From an optimization exercise on the open Yosys and OpenROAD flow, aimed at small area and a short achievable clock period; shortcuts taken in it are not production practice. The RTL was checked by simulation tests, not by an equivalence proof against the original design.

### design/flow/config.mk
export PLATFORM = sky130hd
export DESIGN_NAME = md_seq
export DESIGN_NICKNAME = md_seq
export VERILOG_FILES = /design/flow/design.v
export SDC_FILE = /design/flow/constraint.sdc
export NUM_CORES = 4
export LEC_CHECK = 0
export CAP_MARGIN = 20
export CORE_MARGIN = 2
export CORE_UTILIZATION = 75
export SLEW_MARGIN = 20
### design/flow/constraint.sdc
create_clock -name core_clock -period 105.0 [get_ports {clk}]
set_input_delay 21.0000 -clock core_clock [delete_from_list [all_inputs] [get_ports {clk}]]
set_output_delay 21.0000 -clock core_clock [all_outputs]
set_load 0.01 [all_outputs]
### design/flow/design.v
module md_seq #(
    parameter int unsigned MUL_CYCLES = 5,
    parameter int unsigned DIV_CYCLES = 10
) (
    input  logic        clk,
    input  logic        rst_n,
    input  logic        start,
    input  logic [1:0]  op,
    input  logic [31:0] a,
    input  logic [31:0] b,
    input  logic        mthi,
    input  logic        mtlo,
    input  logic [31:0] wdata,
    input  logic        md_use_id,
    output logic        busy,
    output logic        stall_md,
    output logic [31:0] hi,
    output logic [31:0] lo
);
    localparam int W  = 41;   
    localparam int AW = 33;   
    function automatic logic and_tree(input logic [W-1:0] v, input int lo, input int hi);
        logic [63:0] t;
        int          n;
        t = '1;
        n = hi - lo + 1;
        for (int i = 0; i < W; i++) begin
            if (i >= lo && i <= hi) t[i-lo] = v[i];
        end
        for (int w = 32; w >= 1; w = w / 2) begin
            for (int i = 0; i < w; i++) t[i] = t[2*i] & t[2*i+1];
        end
        and_tree = (n <= 0) ? 1'b1 : t[0];
    endfunction
    function automatic logic [W-1:0] add_row(input logic [W-1:0] x, input logic [W-1:0] y,
                                             input logic ci, input int s, input int m,
                                             input int h, input int t, input bit fast);
        logic         c;
        logic         cl;
        logic         p;
        logic         tc;
        logic [W-1:0] hs;
        logic [W-1:0] r;
        r  = x;
        hs = '0;
        c  = ci;
        for (int i = 0; i < W; i++) begin
            if (i >= s && i <= m) begin
                r[i] = x[i] ^ y[i] ^ c;
                c    = (x[i] & y[i]) | (c & (x[i] ^ y[i]));
            end
        end
        cl = c;
        c  = 1'b0;
        for (int i = 0; i < W; i++) begin
            if (i > m && i <= h) begin
                hs[i] = x[i] ^ y[i] ^ c;
                c     = (x[i] & y[i]) | (c & (x[i] ^ y[i]));
            end
        end
        p  = 1'b1;
        tc = cl;
        for (int i = 0; i < W; i++) begin
            if (i > m && i <= h) begin
                if (i == h)      r[i] = hs[i] ^ (cl & and_tree(hs, m + 1, h - 1));
                else if (fast)   r[i] = hs[i] ^ (cl & p);
                else             r[i] = hs[i] ^ tc;
                p  = p & hs[i];
                tc = tc & hs[i];
            end
        end
        c = c | (cl & p);
        for (int i = 0; i < W; i++) begin
            if (i > h && i <= t) begin
                r[i] = x[i] ^ y[i] ^ c;
                c    = (x[i] & y[i]) | (c & (x[i] ^ y[i]));
            end
        end
        add_row = r;
    endfunction
    function automatic logic [31:0] cdec(input logic [31:0] v, input logic n);
        logic any;
        logic [31:0] r;
        any = 1'b0;
        for (int i = 0; i < 32; i++) begin
            r[i] = v[i] ^ (n & ~any);
            any  = any | v[i];
        end
        cdec = r;
    endfunction
    function automatic logic [31:0] cneg(input logic [31:0] v, input logic n);
        logic any;
        logic [31:0] r;
        any = 1'b0;
        for (int i = 0; i < 32; i++) begin
            r[i] = v[i] ^ (n & any);
            any  = any | v[i];
        end
        cneg = r;
    endfunction
    function automatic logic [W-1:0] place(input logic [32:0] m, input int off);
        logic [W-1:0] r;
        for (int i = 0; i < W; i++) begin
            if (i < off)            r[i] = 1'b0;
            else if (i - off > 32)  r[i] = m[32];
            else                    r[i] = m[i-off];
        end
        place = r;
    endfunction
    logic        busy_r;
    logic [3:0]  cnt_r;
    logic        mul_r;      
    logic        sgn_r;      
    logic        xneg_r;     
    logic        pb_r;       
    logic [31:0] c_r;        
    logic [35:0] s_r;        
    logic [AW-1:0] acc_r;    
    logic [31:0] hi_r;
    logic [31:0] lo_r;
    logic        fin;
    logic        y_neg;      
    logic        qneg;       
    logic [32:0] cx;         
    logic        dz;
    logic [W-1:0] v   [0:4];    
    logic [W-1:0] pp  [0:3];
    logic         om  [0:3];    
    logic         tm  [0:3];    
    logic         dv  [0:3];    
    logic         ng  [0:3];    
    logic         ci  [0:3];    
    logic         sp  [0:3];    
    logic [31:0]  hi_res;
    logic [31:0]  lo_res;
    localparam int S0 = 0, M0 = 17, H0 = 35, T0 = 35;
    localparam int S1 = 2, M1 = 18, H1 = 34, T1 = 36;
    localparam int S2 = 1, M2 = 17, H2 = 33, T2 = 38;
    localparam int S3 = 0, M3 = 20, H3 = 40, T3 = 40;
    assign fin   = busy_r & (cnt_r == 4'd1);
    assign y_neg = sgn_r & c_r[31];
    assign qneg  = ~mul_r & (xneg_r ^ y_neg);
    assign cx    = {y_neg, c_r};
    assign dz    = (c_r == 32'd0);
    assign v[0] = {{(W-37){acc_r[AW-1]}}, acc_r, s_r[35:32]};
    always_comb begin
        for (int k = 0; k < 4; k++) begin
            logic [2:0] bb;
            bb    = {s_r[2*k+1], s_r[2*k], (k == 0) ? pb_r : s_r[2*k-1]};
            sp[k] = (k == 0) ? acc_r[AW-1] : v[k][36-k];
            om[k] = 1'b0;
            tm[k] = 1'b0;
            dv[k] = 1'b0;
            ng[k] = 1'b0;
            ci[k] = 1'b0;
            if (mul_r) begin
                if (fin) begin
                    if (k == 3) dv[k] = ~sgn_r & pb_r;
                end else begin
                    ng[k] = bb[2];
                    om[k] = bb[1] ^ bb[0];
                    tm[k] = (bb[2] & ~bb[1] & ~bb[0]) | (~bb[2] & bb[1] & bb[0]);
                end
            end else begin
                if (fin) begin
                    if (k == 2) begin
                        om[k] = acc_r[AW-1] ^ xneg_r;
                        ng[k] = om[k] & (y_neg ^ xneg_r);
                    end
                    if (k == 3) ci[k] = xneg_r;
                end else begin
                    dv[k] = 1'b1;
                    ng[k] = ~sp[k] ^ y_neg;
                end
            end
            ci[k] = ci[k] | ng[k];
            pp[k] = (({W{om[k]}} & place(cx, 2*k)) |
                     ({W{tm[k]}} & place(cx, 2*k+1)) |
                     ({W{dv[k]}} & place(cx, 3-k))) ^ {W{ng[k]}};
        end
        v[1] = add_row(v[0], pp[0], ci[0], S0, M0, H0, T0, 1'b0);
        for (int i = T0 + 1; i < W; i++) v[1][i] = v[1][T0];
        v[2] = add_row(v[1], pp[1], ci[1], S1, M1, H1, T1, 1'b0);
        for (int i = T1 + 1; i < W; i++) v[2][i] = v[2][T1];
        v[3] = add_row(v[2], pp[2], ci[2], S2, M2, H2, T2, 1'b0);
        for (int i = T2 + 1; i < W; i++) v[3][i] = v[3][T2];
        v[4] = add_row(v[3], pp[3], ci[3], S3, M3, H3, T3, 1'b1);
    end
    assign hi_res = mul_r ? v[4][31:0] : v[4][35:4];
    assign lo_res = cneg(s_r[31:0], qneg);
    assign busy     = busy_r;
    assign stall_md = md_use_id & (start | busy_r);
    assign hi       = hi_r;
    assign lo       = lo_r;
    always_ff @(posedge clk or negedge rst_n) begin
        if (!rst_n) begin
            busy_r <= 1'b0;
            hi_r   <= 32'd0;
            lo_r   <= 32'd0;
        end else begin
            if (busy_r) begin
                busy_r <= ~fin;
                if (fin && (mul_r || !dz)) begin
                    hi_r <= hi_res;
                    lo_r <= lo_res;
                end
            end else if (start) begin
                busy_r <= 1'b1;
            end else begin
                if (mthi) hi_r <= wdata;
                if (mtlo) lo_r <= wdata;
            end
        end
    end
    always_ff @(posedge clk) begin
        cnt_r <= busy_r ? cnt_r - 4'd1 : (op[1] ? 4'(DIV_CYCLES) : 4'(MUL_CYCLES));
        if (!busy_r) begin
            mul_r  <= ~op[1];
            sgn_r  <= ~op[0];
            xneg_r <= (op == 2'b10) & a[31];
            pb_r   <= 1'b0;
            c_r    <= b;
            s_r    <= {{4{(op == 2'b10) & a[31]}}, cdec(a, (op == 2'b10) & a[31])};
            acc_r  <= {AW{(op == 2'b10) & a[31]}};
        end else begin
            pb_r <= s_r[7];
            if (mul_r) begin
                acc_r <= {{4{v[4][40]}}, v[4][40:12]};
                s_r   <= {v[4][11:0], s_r[31:8]};
            end else begin
                acc_r <= v[4][32:0];
                s_r   <= {s_r[31:28] | {4{xneg_r & (cnt_r == 4'd2)}}, s_r[27:0],
                          v[1][35] ~^ xneg_r, v[2][34] ~^ xneg_r,
                          v[3][33] ~^ xneg_r, v[4][32] ~^ xneg_r};
            end
        end
    end
endmodule
### design/flow/flow/run.sh
#!/bin/bash
# The standard layout (standard.sh) with four changes:
#  - the port buffers are the smallest buffer cell (buf_1);
#  - ABC maps for area: a copy of the ORFS scripts folder is used whose
#    abc_speed.script drops the delay-driven restructuring (&if -g, &synch2) and
#    lets &nf relax delay (-R 1000); everything else in the copy is unchanged;
#  - timing repair keeps a setup margin of 62.7 ns, which only the input-to-output
#    stall path falls short of, so that path gets buffered and sized;
#  - clock tree synthesis inserts no dummy load cells (its other options are the
#    standard flow's).
set -euo pipefail
rm -rf scripts_abc
cp -r "$FLOW_HOME/scripts" scripts_abc
printf '%s\n' '&get -n' '&st' '&syn2' '&dch -f' '&nf -R 1000' '&st' '&dch -f' \
    '&nf -R 1000' '&put' 'buffer -c' 'topo' 'stime -c' 'upsize -c' 'dnsize -c' \
    > scripts_abc/abc_speed.script
diff "$FLOW_HOME/scripts/abc_speed.script" scripts_abc/abc_speed.script > abc_script.diff || true
export SCRIPTS_DIR="$PWD/scripts_abc"
export BUFFER_PORTS_ARGS="-buffer_cell sky130_fd_sc_hd__buf_1"
export SETUP_SLACK_MARGIN=62.7
export CTS_ARGS="-sink_clustering_enable -repair_clock_nets -dont_use_dummy_load -buf_list sky130_fd_sc_hd__clkbuf_8 -root_buf sky130_fd_sc_hd__clkbuf_16 -sink_clustering_size 6 -sink_clustering_max_diameter 40"
bash standard.sh > standard.log 2>&1
### design/flow/standard.sh
#!/bin/bash
# synth_recipe.tcl (not shown) runs the flow's synth.tcl, then flattens the netlist and writes it again
# the make line also repeats each setting of config.mk as NAME=value (left out here)
make -C /OpenROAD-flow-scripts/flow DESIGN_CONFIG=/design/flow/config.mk WORK_HOME=/design/flow/orfs CLKGATE_MAP_FILE= SYNTH_SCRIPT=/design/flow/synth_recipe.tcl "${@:-finish}"
==> flow_metrics.tcl, run 1 <==
set metrics [dict create \
    outcome "finished clean" \
    max_slew.worst_pin.slew_ns 1.02 \
    die_y_um 146 \
    syn-cell-area_mm2 0.0152 \
    fin_setup_tns_ns 0 \
    yosysWarnings 9 \
    crit_path_top_delay_cell "buf_2" \
    dieArea_mm2 0.0214 \
    clockBufferDepth 2 \
    syn-num-nets 1923 \
    grt_max_degree 88 \
    clock_latency_ns 0.41 \
    holdWs_ns 0.493 \
    cp-start-kind "input port" \
    die_w_um 146 \
    synthFlopType "dfxtp_1" \
    antenna_found_initial 1 \
    post-route-period-util_pct 40.4 \
    final_cell_mix "165 x buf_1, 139 x fa_1, 138 x nand2_1" \
    end_kind "primary output" \
    ys_types 60 \
    relSlewSlack_pct 31.7 \
    hold_viol 0 \
    h-tree-depth 4 \
    wirelength_mm 46.8 \
    ys_seq_elements 174 \
    drive_above_1_share_pct 5.03 \
    setup_violations 0 \
    gp_congestion 0.932 \
    grt_first_pass_wirelength_mm 73.1 \
    mostFrequentLayoutCell "buf_1" \
    vias 13700 \
    cts_buffers 17 \
    yosysSeqAreaShare_pct 27.4 \
    drtIter0Drc 2771 \
    placed_area_mm2 0.0158 \
    cts-root-buf "clkbuf_16" \
    grt_overflow 0 \
    cp_max_fo 2 \
    final_nets 1987 \
    syn_avg_cell_area_um2 9.31 \
    cp_top_family "buffers and inverters" \
    drc 0 \
    finalMaxSlewViolations 0 \
    rrSetupSlack_ns 65.59 \
    skew_ns 0.0504 \
    final_util_pct 82.0 \
    synth_edf_count 35 \
    drv_cap 0 \
    final_antenna_net_count 0 \
    period_minus_slack_ns 42.38 \
    grt_pass1_vias 13200 \
    synthToLayoutAreaGrowth_pct 6.37 \
    arrival_ns 21.38 \
    fin_area_mm2 0.0161 \
    cp_cell_sequence "buf_8, nor2_4, nor2b_1, buf_2" \
    cp.required_ns 84.00 \
    vias_per_cell 7.02 \
    port_buffers 169 \
    slowest_delay_ns 0.13 \
    cts_hold_buf 0 \
    dp_hpwl_mm 33.9 \
    path_class "input port to primary output" \
    coreArea_mm2 0.0197 \
    rows 51 \
    async_flop_share_pct 37.4 \
    worst_hold_path_type "flop to flop" \
    firstDrtPassIters 14 \
    rsz0062_at_grt "true" \
    critPathBufInv 2 \
    cts_sinks 174 \
    io_pins 170 \
    fmaxAchievable_ghz 0.0236 \
    clkTransAtPathRegs_ns 0.09 \
    gr-usage-all-layers_pct 44.2 \
    wire_per_inst_um 23.9 \
    initial_core_util_pct 77.1 \
    syn_inst 1627 \
    cts_tree "done" \
    fillers 1318 \
]
==> state kept, by name, summed over array words and instances (netlist names) <==
register,cells
s_r,36
acc_r,33
c_r,32
hi_r,32
lo_r,32
cnt_r,4
busy_r,1
mul_r,1
pb_r,1
sgn_r,1
xneg_r,1
==> routing by layer <==
layer	vias up	part of all wire (%)	global-route usage, %
li1	5888	-	-
met1	6463	35	57.4
met2	1174	46	70.0
met3	193	13	10.8
met4	0	5.8	21.5
met5	-	0	0
==> logic make-up after synthesis <==
| kind of cell | after synthesis | synth area share (%) |
|---|---|---|
| buffers and inverters | 216 | 5.43 |
| flip-flops | 174 | 27.4 |
| AO/OA/AOI/OAI | 467 | 21.2 |
| AND/OR/NAND/NOR | 356 | 10.3 |
| XOR/XNOR | 216 | 12.5 |
| multiplexers | 6 | 0.405 |
| adder cells (fa/ha/maj) | 192 | 22.7 |
==> worst paths after layout <==
path                             end  cells after the start     start
setup reg to reg           acc_r[28]                    119    busy_r
setup / recovery            stall_md                      4     start
min in group asynchronous   hi_r[15]                      2     rst_n
hold / removal              lo_r[31]                      1  lo_r[31]
hold reg to reg             lo_r[31]                      1  lo_r[31]
max in group asynchronous     busy_r                      2     rst_n
==> through the flow <==
stage,instances,setup slack [ns]
floorplan,1627,62.77
global placement,1936,62.56
detailed placement,1936,62.56
CTS,1954,62.58
global route,1954,62.60
finish,1955,62.62
==> Yosys cell counts, types with 2 or more instances <==
cell | n | area [um2]
o22ai_1 | 8 | 50.1
dfrtp_1 | 65 | 1630
buf_2 | 3 | 15.0
nor4_1 | 10 | 62.6
nor2b_1 | 5 | 31.3
a22oi_1 | 50 | 375
nor2_1 | 123 | 462
and2_1 | 4 | 25.0
a32oi_1 | 8 | 70.1
buf_1 | 16 | 60.1
a31o_2 | 3 | 26.3
dfxtp_1 | 74 | 1480
xor2_1 | 100 | 876
clkbuf_1 | 130 | 488
a211oi_1 | 5 | 37.5
and3_1 | 3 | 18.8
xnor2_1 | 116 | 1020
a21oi_1 | 124 | 621
or3_1 | 3 | 18.8
nand2_1 | 138 | 518
inv_1 | 64 | 240
o31ai_1 | 6 | 45.0
nand2_2 | 4 | 25.0
nand3_1 | 14 | 70.1
and4_1 | 2 | 17.5
mux2i_1 | 5 | 50.1
or4_1 | 4 | 30.0
a31oi_1 | 24 | 150
nand2b_1 | 19 | 119
a21o_1 | 32 | 240
a221oi_1 | 12 | 105
o21ai_0 | 87 | 435
a21oi_2 | 4 | 35.0
a222oi_1 | 83 | 831
o211ai_1 | 10 | 75.1
nand4_1 | 12 | 75.1
edfxtp_1 | 35 | 1050
nor3_1 | 10 | 50.1
ha_1 | 53 | 663
fa_1 | 139 | 2780
==> area by class of cell <==
class	count	area, um2	area share [%]
Multi-Input combinational cell	1237	10300	63.8
Sequential cell	174	4160	25.8
Timing Repair Buffer	196	852	5.29
Tap cell	265	332	2.06
Clock buffer	17	245	1.52
Inverter	65	245	1.52
Antenna cell	1	2.50	0.0155
==> what timing repair did <==
action | 4_1_cts | 5_1_grt
resized for setup | 1 | 6
cloned | 0 | 0
endpoints found under the hold margin | 0 | 0
setup buffers | 1 | 0
endpoints found under the setup margin | 1 | 1
==> run 2, diff against run 1 <==
--- a/design/flow/flow/run.sh
+++ b/design/flow/flow/run.sh
@@ -18,5 +18,5 @@
 export SCRIPTS_DIR="$PWD/scripts_abc"
 export BUFFER_PORTS_ARGS="-buffer_cell sky130_fd_sc_hd__buf_1"
 export SETUP_SLACK_MARGIN=62.7
-export CTS_ARGS="-sink_clustering_enable -repair_clock_nets -dont_use_dummy_load -buf_list sky130_fd_sc_hd__clkbuf_8 -root_buf sky130_fd_sc_hd__clkbuf_16 -sink_clustering_size 6 -sink_clustering_max_diameter 40"
+export CTS_ARGS="-sink_clustering_enable -repair_clock_nets -dont_use_dummy_load"
 bash standard.sh > standard.log 2>&1
--- a/design/flow/config.mk
+++ b/design/flow/config.mk
@@ -7,5 +7,5 @@
 export LEC_CHECK = 0
 export CAP_MARGIN = 20
 export CORE_MARGIN = 2
-export CORE_UTILIZATION = 75
+export CORE_UTILIZATION = 60
 export SLEW_MARGIN = 20
==> flow_metrics.tcl, run 2 <==
set metrics [dict create \
    synth_edf_count 35 \
    clockBufferDepth 2 \
    final_nets 1987 \
    reg.largest.list "s_r x36, acc_r x33" \
    drc 0 \
    wirelength_mm 47.4 \
    synthToLayoutAreaGrowth_pct 8.07 \
    multiInputGateArea_mm2 0.0103 \
    cts_hold_buf 0 \
    initial_core_util_pct 60.7 \
    arrival_ns 21.35 \
    largest_register_ffs 36 \
    clock_latency_ns 0.44 \
    fmaxAchievable_ghz 0.0236 \
    antenna_found_initial 1 \
    die_y_um 163 \
    yosysWarnings 9 \
    cts_tree "done" \
    wire_per_inst_um 23.5 \
    yosysSeqAreaShare_pct 27.4 \
    drtIter0Drc 2200 \
    holdCritStartpoint "lo_r[8]" \
    ys_seq_elements 174 \
    path_class "input port to primary output" \
    dieArea_mm2 0.0265 \
    coreArea_mm2 0.0250 \
    cp.required_ns 84.00 \
    gp_congestion 0.964 \
    vias_per_cell 6.53 \
    finalMaxSlewViolations 0 \
    cts-root-buf "clkbuf_16" \
    syn_avg_cell_area_um2 9.31 \
    yosysTopAreaCell "fa_1" \
    ff_latch_area_mm2 0.00416 \
    cts_sinks 174 \
    firstDrtPassIters 11 \
    rsz0062_at_grt "true" \
    syn-cell-area_mm2 0.0152 \
    grt_first_pass_wirelength_mm 74.0 \
    grt_overflow 0 \
    port_buffers 169 \
    cp_max_fo 2 \
    holdWs_ns 0.478 \
    clkTransAtPathRegs_ns 0.06 \
    period_minus_slack_ns 42.35 \
    async_flop_share_pct 37.4 \
    io_pins 170 \
    die_w_um 163 \
    cts_buffers 17 \
    cp-start-kind "input port" \
    final_antenna_net_count 0 \
    vias 13200 \
    max_slew.worst_pin.slew_ns 1.07 \
    synthFlopType "dfxtp_1" \
    fillers 2147 \
    synth.area.top_cells "fa_1 18%, dfrtp_1 11%, dfxtp_1 9.8%" \
    skew_ns 0.0310 \
    startpoint "start" \
    ys_types 60 \
    h-tree-depth 4 \
    outcome "finished clean" \
    worst_hold_path_type "flop to flop" \
    drv_cap 0 \
    grt_pass1_vias 12800 \
    syn_inst 1627 \
    hold_viol 0 \
    setup_violations 0 \
    gr-usage-all-layers_pct 36.7 \
    synth.top_cell.area_share_pct 18.4 \
    relSlewSlack_pct 28.7 \
    yosysMostFrequentCell "fa_1" \
    regMostFlops "s_r" \
    dp_hpwl_mm 34.4 \
    syn-num-nets 1923 \
    rows 58 \
    drive_above_1_share_pct 4.97 \
    grt_max_degree 102 \
    num_antenna_cells 0 \
    mostFrequentLayoutCell "buf_1" \
    fin_setup_tns_ns 0 \
    final_cell_mix "166 x buf_1, 139 x fa_1, 138 x nand2_1" \
    end_kind "primary output" \
    synth_commonest_cells "139 x fa_1, 138 x nand2_1, 130 x clkbuf_1" \
    post-route-period-util_pct 40.3 \
    timing.rr.start "mul_r" \
]
-- run 2: stage by stage --
stage	area (um2)	worst slack (ns)	instances	utilization (%)
detailed placement	15900	62.56	2001	63.8
finish	16400	62.65	2019	65.6
floorplan	15200	62.77	1627	-
CTS	16400	62.65	2019	65.6
global placement	15900	62.57	2001	63.8
global route	16400	62.61	2019	65.6
-- run 2: what timing repair did --
item / 4_1_cts / 5_1_grt
gates resized for setup: 6 / 0
setup buffers: 1 / 0
setup endpoints to repair: 1 / 1
-- run 2: cell families (layout without fill, tap and decap cells) --
group	count (synthesis)	after routing	share of synthesized area, %
adder cells (fa/ha/maj)	192	192	22.7
XOR/XNOR	216	216	12.5
AO/OA/AOI/OAI	467	467	21.2
buffers and inverters	216	278	5.43
AND/OR/NAND/NOR	356	356	10.3
multiplexers	6	6	0.405
flip-flops	174	174	27.4
-- run 2: final timing paths --
kind | endpoint | slack [ns] | depth (start not counted)
setup / recovery | stall_md | 62.65 | 4
hold / removal | lo_r[8] | 0.48 | 1
setup reg to reg | acc_r[29] | 65.00 | 123
hold reg to reg | lo_r[8] | 0.48 | 1
max in group asynchronous | busy_r | 83.64 | 2
min in group asynchronous | hi_r[16] | 20.73 | 2
-- run 2: critical path, stage by stage --
cell and delay [ns]:
buf_8 0.10, nor2_4 0.07, nor2b_1 0.05, buf_2 0.13
-- run 2: layout make-up --
cell class                 instances  share of cell area [%]
clock buffer                      17                    2.60
inverter                          65                    1.50
multi-input combinational       1237                    62.8
sequential                       174                    25.4
tap                              330                    2.52
timing repair buffer             196                    5.20
-- run 2: layer usage --
metal	wire length (um)	part of all wire (%)	track usage [%]
met1	18800	40	49.1
met2	21900	46	59.1
met3	4660	9.8	6.95
met4	2050	4.3	14.8
met5	13	0.027	0
==> run 3, diff against run 2 <==
--- a/design/flow/design.v
+++ b/design/flow/design.v
@@ -38,6 +38,7 @@
         logic         c;
         logic         cl;
         logic         p;
+        logic         bp;
         logic         tc;
         logic [W-1:0] hs;
         logic [W-1:0] r;
@@ -58,17 +59,23 @@
                 c     = (x[i] & y[i]) | (c & (x[i] ^ y[i]));
             end
         end
-        p  = 1'b1;
+        p  = 1'b1;      
+        bp = 1'b1;      
         tc = cl;
         for (int i = 0; i < W; i++) begin
             if (i > m && i <= h) begin
+                if ((i - m - 1) % 4 == 0 && i != m + 1) begin
+                    p  = p & bp;
+                    bp = 1'b1;
+                end
                 if (i == h)      r[i] = hs[i] ^ (cl & and_tree(hs, m + 1, h - 1));
-                else if (fast)   r[i] = hs[i] ^ (cl & p);
+                else if (fast)   r[i] = hs[i] ^ (cl & (p & bp));
                 else             r[i] = hs[i] ^ tc;
-                p  = p & hs[i];
+                bp = bp & hs[i];
                 tc = tc & hs[i];
             end
         end
+        p = p & bp;
         c = c | (cl & p);
         for (int i = 0; i < W; i++) begin
             if (i > h && i <= t) begin
@@ -108,6 +115,7 @@
         place = r;
     endfunction
     logic        busy_r;
+    logic        fin_r;      
     logic [3:0]  cnt_r;
     logic        mul_r;      
     logic        sgn_r;      
@@ -131,13 +139,30 @@
     logic         ng  [0:3];    
     logic         ci  [0:3];    
     logic         sp  [0:3];    
-    logic [31:0]  hi_res;
     logic [31:0]  lo_res;
+    logic         hm_sel;       
+    logic         hd_sel;       
+    logic         l_sel;        
+    logic         hw_sel;       
+    logic         lw_sel;       
+    logic         hh_sel;       
+    logic         lh_sel;       
+    logic         ld_sel;       
+    logic         ms_sel;       
+    logic         ds_sel;       
+    logic [31:0]  hi_d;
+    logic [31:0]  lo_d;
+    logic [35:0]  s_ld;
+    logic [35:0]  s_ms;
+    logic [35:0]  s_ds;
+    logic [AW-1:0] acc_ld;
+    logic [AW-1:0] acc_ms;
+    logic [AW-1:0] acc_ds;
     localparam int S0 = 0, M0 = 17, H0 = 35, T0 = 35;
     localparam int S1 = 2, M1 = 18, H1 = 34, T1 = 36;
     localparam int S2 = 1, M2 = 17, H2 = 33, T2 = 38;
     localparam int S3 = 0, M3 = 20, H3 = 40, T3 = 40;
-    assign fin   = busy_r & (cnt_r == 4'd1);
+    assign fin   = fin_r;
     assign y_neg = sgn_r & c_r[31];
     assign qneg  = ~mul_r & (xneg_r ^ y_neg);
     assign cx    = {y_neg, c_r};
@@ -186,8 +211,28 @@
         for (int i = T2 + 1; i < W; i++) v[3][i] = v[3][T2];
         v[4] = add_row(v[3], pp[3], ci[3], S3, M3, H3, T3, 1'b1);
     end
-    assign hi_res = mul_r ? v[4][31:0] : v[4][35:4];
     assign lo_res = cneg(s_r[31:0], qneg);
+    assign hm_sel = fin & mul_r;
+    assign hd_sel = fin & ~mul_r & ~dz;
+    assign l_sel  = fin & (mul_r | ~dz);
+    assign hw_sel = ~busy_r & ~start & mthi;
+    assign lw_sel = ~busy_r & ~start & mtlo;
+    assign hh_sel = ~(hm_sel | hd_sel | hw_sel);
+    assign lh_sel = ~(l_sel | lw_sel);
+    assign hi_d   = ({32{hm_sel}} & v[4][31:0]) | ({32{hd_sel}} & v[4][35:4]) |
+                    ({32{hw_sel}} & wdata) | ({32{hh_sel}} & hi_r);
+    assign lo_d   = ({32{l_sel}} & lo_res) | ({32{lw_sel}} & wdata) | ({32{lh_sel}} & lo_r);
+    assign ld_sel = ~busy_r;
+    assign ms_sel = busy_r & mul_r;
+    assign ds_sel = busy_r & ~mul_r;
+    assign s_ld   = {{4{(op == 2'b10) & a[31]}}, cdec(a, (op == 2'b10) & a[31])};
+    assign s_ms   = {v[4][11:0], s_r[31:8]};
+    assign s_ds   = {s_r[31:28] | {4{xneg_r & (cnt_r == 4'd2)}}, s_r[27:0],
+                     v[1][35] ~^ xneg_r, v[2][34] ~^ xneg_r, v[3][33] ~^ xneg_r,
+                     v[4][32] ~^ xneg_r};
+    assign acc_ld = {AW{(op == 2'b10) & a[31]}};
+    assign acc_ms = {{4{v[4][40]}}, v[4][40:12]};
+    assign acc_ds = v[4][32:0];
     assign busy     = busy_r;
     assign stall_md = md_use_id & (start | busy_r);
     assign hi       = hi_r;
@@ -195,21 +240,14 @@
     always_ff @(posedge clk or negedge rst_n) begin
         if (!rst_n) begin
             busy_r <= 1'b0;
+            fin_r  <= 1'b0;
             hi_r   <= 32'd0;
             lo_r   <= 32'd0;
         end else begin
-            if (busy_r) begin
-                busy_r <= ~fin;
-                if (fin && (mul_r || !dz)) begin
-                    hi_r <= hi_res;
-                    lo_r <= lo_res;
-                end
-            end else if (start) begin
-                busy_r <= 1'b1;
-            end else begin
-                if (mthi) hi_r <= wdata;
-                if (mtlo) lo_r <= wdata;
-            end
+            busy_r <= busy_r ? ~fin : start;
+            fin_r  <= busy_r & ~fin & (cnt_r == 4'd2);
+            hi_r   <= hi_d;
+            lo_r   <= lo_d;
         end
     end
     always_ff @(posedge clk) begin
@@ -220,19 +258,10 @@
             xneg_r <= (op == 2'b10) & a[31];
             pb_r   <= 1'b0;
             c_r    <= b;
-            s_r    <= {{4{(op == 2'b10) & a[31]}}, cdec(a, (op == 2'b10) & a[31])};
-            acc_r  <= {AW{(op == 2'b10) & a[31]}};
         end else begin
             pb_r <= s_r[7];
-            if (mul_r) begin
-                acc_r <= {{4{v[4][40]}}, v[4][40:12]};
-                s_r   <= {v[4][11:0], s_r[31:8]};
-            end else begin
-                acc_r <= v[4][32:0];
-                s_r   <= {s_r[31:28] | {4{xneg_r & (cnt_r == 4'd2)}}, s_r[27:0],
-                          v[1][35] ~^ xneg_r, v[2][34] ~^ xneg_r,
-                          v[3][33] ~^ xneg_r, v[4][32] ~^ xneg_r};
-            end
-        end
+        end
+        s_r   <= ({36{ld_sel}} & s_ld) | ({36{ms_sel}} & s_ms) | ({36{ds_sel}} & s_ds);
+        acc_r <= ({AW{ld_sel}} & acc_ld) | ({AW{ms_sel}} & acc_ms) | ({AW{ds_sel}} & acc_ds);
     end
 endmodule
==> flow_metrics.tcl, run 3 <==
set metrics [dict create \
    slowest_delay_ns 0.14 \
    synthMuxAreaShare_pct 0.214 \
    cp-start-kind "input port" \
    timing.rr.start "c_r[31]" \
    synth.area.top_cells "fa_1 19%, dfrtp_1 11%, dfxtp_1 10%" \
    grt_max_degree 67 \
    cp_top_family "buffers and inverters" \
    fin_area_mm2 0.0159 \
    dp_hpwl_mm 33.7 \
    h-tree-depth 4 \
    wirelength_mm 47.4 \
    ys_types 51 \
    synth_edf_count 35 \
    yosysWarnings 9 \
    yosysMostFrequentCell "fa_1" \
    fmaxAchievable_ghz 0.0236 \
    final_util_pct 66.0 \
    final_antenna_net_count 0 \
    synth_xor_area_share_pct 12.9 \
    ff_latch_area_mm2 0.00418 \
    period_minus_slack_ns 42.39 \
    skew_ns 0.0459 \
    hold_viol 0 \
    grt_overflow 0 \
    io_pins 170 \
    relSlewSlack_pct 37.7 \
    placed_area_mm2 0.0155 \
    cp.required_ns 84.00 \
    cts_sinks 175 \
    antenna_found_initial 0 \
    fillers 2047 \
    drtIter0Drc 2284 \
    cts-root-buf "clkbuf_16" \
    syn_avg_cell_area_um2 9.96 \
    synthFlopType "dfxtp_1" \
    firstDrtPassIters 11 \
    timing.final.ws_setup_ns 62.61 \
    synthToLayoutAreaGrowth_pct 8.77 \
    max_slew.worst_pin.slew_ns 0.932 \
    yosysTopAreaCell "fa_1" \
    coreArea_mm2 0.0241 \
    drc 0 \
    syn_inst 1469 \
    synth_simple_gate_area_share_pct 8.81 \
    outcome "finished clean" \
    mostFrequentLayoutCell "buf_1" \
    final_cell_mix "167 x buf_1, 139 x fa_1, 126 x xnor2_1" \
    gr-usage-all-layers_pct 37.1 \
    dieArea_mm2 0.0257 \
    reg.largest.list "s_r x36, acc_r x33" \
    syn-cell-area_mm2 0.0146 \
    syn-num-nets 1764 \
    cts_buffers 17 \
    vias 12700 \
    yosysSeqAreaShare_pct 28.6 \
    end_kind "primary output" \
    synth.top_cell.area_share_pct 19.0 \
    worst_hold_path_type "flop to flop" \
    cp_max_fo 2 \
    r2r-end "acc_r[32]" \
    holdPathStages 2 \
    wire_per_inst_um 25.3 \
    endpoint "stall_md" \
    ys_seq_elements 175 \
    grt_first_pass_wirelength_mm 72.7 \
    worst-r2r-cell-count 111 \
    cts_hold_buf 0 \
    cp.depth 4 \
    async_flop_share_pct 37.7 \
    gp_congestion 0.941 \
    holdCritStartpoint "hi_r[14]" \
    final_nets 1844 \
    dp_slack_ns 62.55 \
    yosys.area_share.adder_pct 23.5 \
    synth_top_family_by_area "adder cells" \
    port_buffers 169 \
    largest_register_ffs 36 \
    path_class "input port to primary output" \
    arrival_ns 21.39 \
    cp_cell_sequence "buf_1, nor2_2, nor2b_1, buf_2" \
    initial_core_util_pct 60.7 \
    post-route-period-util_pct 40.4 \
    die_w_um 160 \
    regMostFlops "s_r" \
    clock_latency_ns 0.44 \
    finalMaxSlewViolations 0 \
    synth_compound_area_share_pct 20.9 \
    critPathBufInv 2 \
    rrSetupSlack_ns 64.34 \
    vias_per_cell 6.76 \
    clockBufferDepth 2 \
    setup_violations 0 \
    rows 57 \
    cts_tree "done" \
    crit_path_top_delay_cell "buf_2" \
    drive_above_1_share_pct 5.82 \
    rsz0062_at_grt "true" \
    num_antenna_cells 0 \
    startpoint "start" \
    clkTransAtPathRegs_ns 0.07 \
    synth_commonest_cells "139 x fa_1, 130 x clkbuf_1, 126 x xnor2_1" \
    fin_setup_tns_ns 0 \
    drv_cap 0 \
    die_y_um 160 \
    grt_pass1_vias 12200 \
    multiInputGateArea_mm2 0.00980 \
]
run 3: timing repair:
action                                  in CTS  in global routing
gates cloned                                 0                  0
endpoints found under the setup margin       1                  1
resized for setup                            2                  0
buffers inserted                             1                  0
pin swaps                                    1                  1
run 3: logic make-up (layout without fill, tap and decap cells):
family / after synthesis / in the layout
AO/OA/AOI/OAI: 412 / 412
XOR/XNOR: 215 / 215
adder cells (fa/ha/maj): 191 / 191
buffers and inverters: 201 / 279
flip-flops: 175 / 175
multiplexers: 3 / 3
AND/OR/NAND/NOR: 272 / 272
run 3: routing by layer:
| metal | GRT usage (%) | vias up | wire [um] |
|---|---|---|---|
| li1 | - | 5534 | - |
| met1 | 54.1 | 6168 | 19100 |
| met2 | 56.0 | 856 | 21400 |
| met3 | 8.49 | 92 | 5590 |
| met4 | 10.3 | 0 | 1310 |
| met5 | 0 | - | 0 |
run 3: how the worst min path moves through the flow:
stage	end	slack, ns
final	hi_r[14]	0.47
after global routing	hi_r[14]	0.49
after CTS	hi_r[14]	0.47
after detailed placement	hi_r[14]	0.45
after global placement	hi_r[14]	0.45
after floorplan	s_r[0]	0.49
run 3: layout make-up:
class,count,area share (%)
Inverter,60,1.41
Timing Repair Buffer,202,5.56
Sequential cell,175,26.3
Tap cell,324,2.55
Clock buffer,17,2.67
Multi-Input combinational cell,1093,61.5
run 3: worst min-delay path, cell delays in order (launching register included):
cell and delay (ns):
dfrtp_1 0.34, nand2_1 0.05, nand2_1 0.05
run 3: metrics by stage:
step                hold WS [ns]  cells
floorplan                  0.490   1469
global placement           0.450   1853
detailed placement         0.455   1853
CTS                        0.471   1871
global route               0.489   1871
finish                     0.469   1871
==> run 4, diff against run 3 <==
--- a/design/flow/flow/run.sh
+++ b/design/flow/flow/run.sh
@@ -6,8 +6,9 @@
 #    lets &nf relax delay (-R 1000); everything else in the copy is unchanged;
 #  - timing repair keeps a setup margin of 62.7 ns, which only the input-to-output
 #    stall path falls short of, so that path gets buffered and sized;
-#  - clock tree synthesis inserts no dummy load cells (its other options are the
-#    standard flow's).
+#  - clock tree synthesis inserts no dummy load cells, and builds the tree from a
+#    clkbuf_16 root and clkbuf_8 sink buffers (sink clusters of at most 6 flip-flops
+#    within 40 um).
 set -euo pipefail
 rm -rf scripts_abc
 cp -r "$FLOW_HOME/scripts" scripts_abc
@@ -18,5 +19,5 @@
 export SCRIPTS_DIR="$PWD/scripts_abc"
 export BUFFER_PORTS_ARGS="-buffer_cell sky130_fd_sc_hd__buf_1"
 export SETUP_SLACK_MARGIN=62.7
-export CTS_ARGS="-sink_clustering_enable -repair_clock_nets -dont_use_dummy_load"
+export CTS_ARGS="-sink_clustering_enable -repair_clock_nets -dont_use_dummy_load -buf_list sky130_fd_sc_hd__clkbuf_8 -root_buf sky130_fd_sc_hd__clkbuf_16 -sink_clustering_size 6 -sink_clustering_max_diameter 40"
 bash standard.sh > standard.log 2>&1
--- a/design/flow/config.mk
+++ b/design/flow/config.mk
@@ -7,5 +7,5 @@
 export LEC_CHECK = 0
 export CAP_MARGIN = 20
 export CORE_MARGIN = 2
-export CORE_UTILIZATION = 60
+export CORE_UTILIZATION = 75
 export SLEW_MARGIN = 20
==> flow_metrics.tcl, run 4 <==
set metrics [dict create \
    reg.largest.list "s_r x36, acc_r x33" \
    ys_seq_elements 175 \
    yosysWarnings 9 \
    die_y_um 144 \
    setup_violations 0 \
    drc 0 \
    syn_inst 1469 \
    dieArea_mm2 0.0206 \
    cts-root-buf "clkbuf_16" \
    final_cell_mix "167 x buf_1, 139 x fa_1, 126 x xnor2_1" \
    yosysTopAreaCell "fa_1" \
    finalNonFillerCells 1809 \
    period_minus_slack_ns 42.38 \
    syn_avg_cell_area_um2 9.96 \
    cts_tree "done" \
    cp_max_fo 2 \
    wire_per_inst_um 25.5 \
    vias_per_cell 7.29 \
    holdWs_ns 0.476 \
    synth.top_cell.area_share_pct 19.0 \
    cts_sinks 175 \
    relSlewSlack_pct 25.7 \
    clock_latency_ns 0.41 \
    grt_pass1_vias 12600 \
    die_w_um 144 \
    mostFrequentLayoutCell "buf_1" \
    ys_types 51 \
    largest_register_ffs 36 \
    grt_first_pass_wirelength_mm 70.1 \
    final_util_pct 80.9 \
    worst_hold_path_type "flop to flop" \
    port_buffers 169 \
    endpoint "stall_md" \
    gr-usage-all-layers_pct 45.1 \
    antenna_found_initial 1 \
    synthFlopType "dfxtp_1" \
    rsz0062_at_grt "true" \
    clkTransAtPathRegs_ns 0.10 \
    grt_max_degree 67 \
    fmaxAchievable_ghz 0.0236 \
    cp-start-kind "input port" \
    synthToLayoutAreaGrowth_pct 6.87 \
    syn-cell-area_mm2 0.0146 \
    path_class "input port to primary output" \
    gp_congestion 0.971 \
    synth_commonest_cells "139 x fa_1, 130 x clkbuf_1, 126 x xnor2_1" \
    yosysSeqAreaShare_pct 28.6 \
    initial_core_util_pct 75.7 \
    num_antenna_cells 0 \
    startpoint "start" \
    h-tree-depth 4 \
    drive_above_1_share_pct 5.57 \
    vias 13200 \
    skew_ns 0.0400 \
    wirelength_mm 46.1 \
    r2r-end "acc_r[32]" \
    cts_hold_buf 0 \
    final_antenna_net_count 0 \
    cp.required_ns 84.00 \
    placed_area_mm2 0.0154 \
    outcome "finished clean" \
    post-route-period-util_pct 40.4 \
    drv_cap 0 \
    grt_overflow 0 \
    yosysMostFrequentCell "fa_1" \
    fin_area_mm2 0.0156 \
    finalMaxSlewViolations 0 \
    end_kind "primary output" \
    timing.final.ws_setup_ns 62.62 \
    max_slew.worst_pin.slew_ns 1.10 \
    timing.rr.start "c_r[31]" \
    clockBufferDepth 2 \
    firstDrtPassIters 12 \
    dp.cells 1791 \
    syn-num-nets 1764 \
    regMostFlops "s_r" \
    rrSetupSlack_ns 64.07 \
    dp_slack_ns 62.54 \
    cts_buffers 17 \
    rows 51 \
    synth_edf_count 35 \
    io_pins 170 \
    hold_viol 0 \
    dp_hpwl_mm 32.7 \
    coreArea_mm2 0.0193 \
    synth.area.top_cells "fa_1 19%, dfrtp_1 11%, dfxtp_1 10%" \
    fin_setup_tns_ns 0 \
    drtIter0Drc 2485 \
    async_flop_share_pct 37.7 \
    arrival_ns 21.38 \
    worst-r2r-cell-count 112 \
    final_nets 1841 \
]
## run 4: worst max-delay path: stages
cell     delay [ns]
buf_1          0.09
nor2_2         0.05
nor2b_1        0.10
buf_2          0.13
## run 4: per-layer routing
| metal | vias to the layer above | share of wire, % | GRT usage [%] |
|---|---|---|---|
| li1 | 5526 | - | - |
| met1 | 6278 | 36 | 63.4 |
| met3 | 232 | 15 | 11.8 |
| met4 | 2 | 5.6 | 23.1 |
| met5 | - | 0.026 | 0 |
| met2 | 1151 | 44 | 64.7 |
## run 4: kinds of logic after synthesis
kind of cell | Yosys count | share of synthesized area [%]
adder cells (fa/ha/maj) | 191 | 23.5
buffers and inverters | 201 | 5.15
AND/OR/NAND/NOR | 272 | 8.81
multiplexers | 3 | 0.214
flip-flops | 175 | 28.6
XOR/XNOR | 215 | 12.9
AO/OA/AOI/OAI | 412 | 20.9
## run 4: cell type report
class                      instances  area [um2]
inverter                          60         225
clock buffer                      17         245
sequential                       175        4180
timing repair buffer             199         862
tap                              265         332
multi-input combinational       1093        9790
fill                            1313        3690
## run 4: repair_timing
action                     4_1_cts  5_1_grt
resized for setup                2        0
pin swaps                        1        1
setup buffers                    1        0
setup endpoints to repair        1        1
## run 4: worst min-delay path by stage
stage	from	to	slack, ns	depth (start not counted)
floorplan	s_r[8]	s_r[0]	0.49	2
global placement	hi_r[15]	hi_r[15]	0.45	2
detailed placement	hi_r[15]	hi_r[15]	0.45	2
CTS	hi_r[15]	hi_r[15]	0.48	2
global route	hi_r[14]	hi_r[14]	0.51	2
finish	hi_r[14]	hi_r[14]	0.48	2

==> port drivers added, routing unchanged <==
How much do the figures lean on ideal ports? The routed layouts below were timed once more, with nothing changed but the port constraints. Step 1 sets driving cells, clkbuf_16 on the clock port and buf_2 on the other inputs (assumed; they add their load-dependent delay and slew). Step 2 times the ports against the registers' clock, not the clock port: input delays grow and output delays shrink by t, the midpoint of the rising clock arrivals with the driver on. Three values: ideal ports, drivers, drivers and shift; two values: the first two.
| run | t (ns) | slack for setup (ns) | hold slack, ns | worst slew at a driven data input, ns | pins driven straight from the clock port |
|---|---|---|---|---|---|
| run 1 | 0.435 | 62.617 / 62.572 / 62.572 | 0.493 / 0.493 / 0.493 | 0.08 | 1 |
| run 2 | 0.480 | 62.648 / 62.595 / 62.595 | 0.478 / 0.478 / 0.478 | 0.07 | 1 |
| run 3 | 0.470 | 62.612 / 62.590 / 62.590 | 0.469 / 0.469 / 0.469 | 0.06 | 1 |
| run 4 | 0.433 | 62.624 / 62.593 / 62.593 | 0.476 / 0.476 / 0.476 | 0.07 | 1 |
After both steps every run listed still meets setup and hold. The setup slack of run 2, which loses most, moves by -0.053 ns with the drivers and by -0.053 ns with both steps.
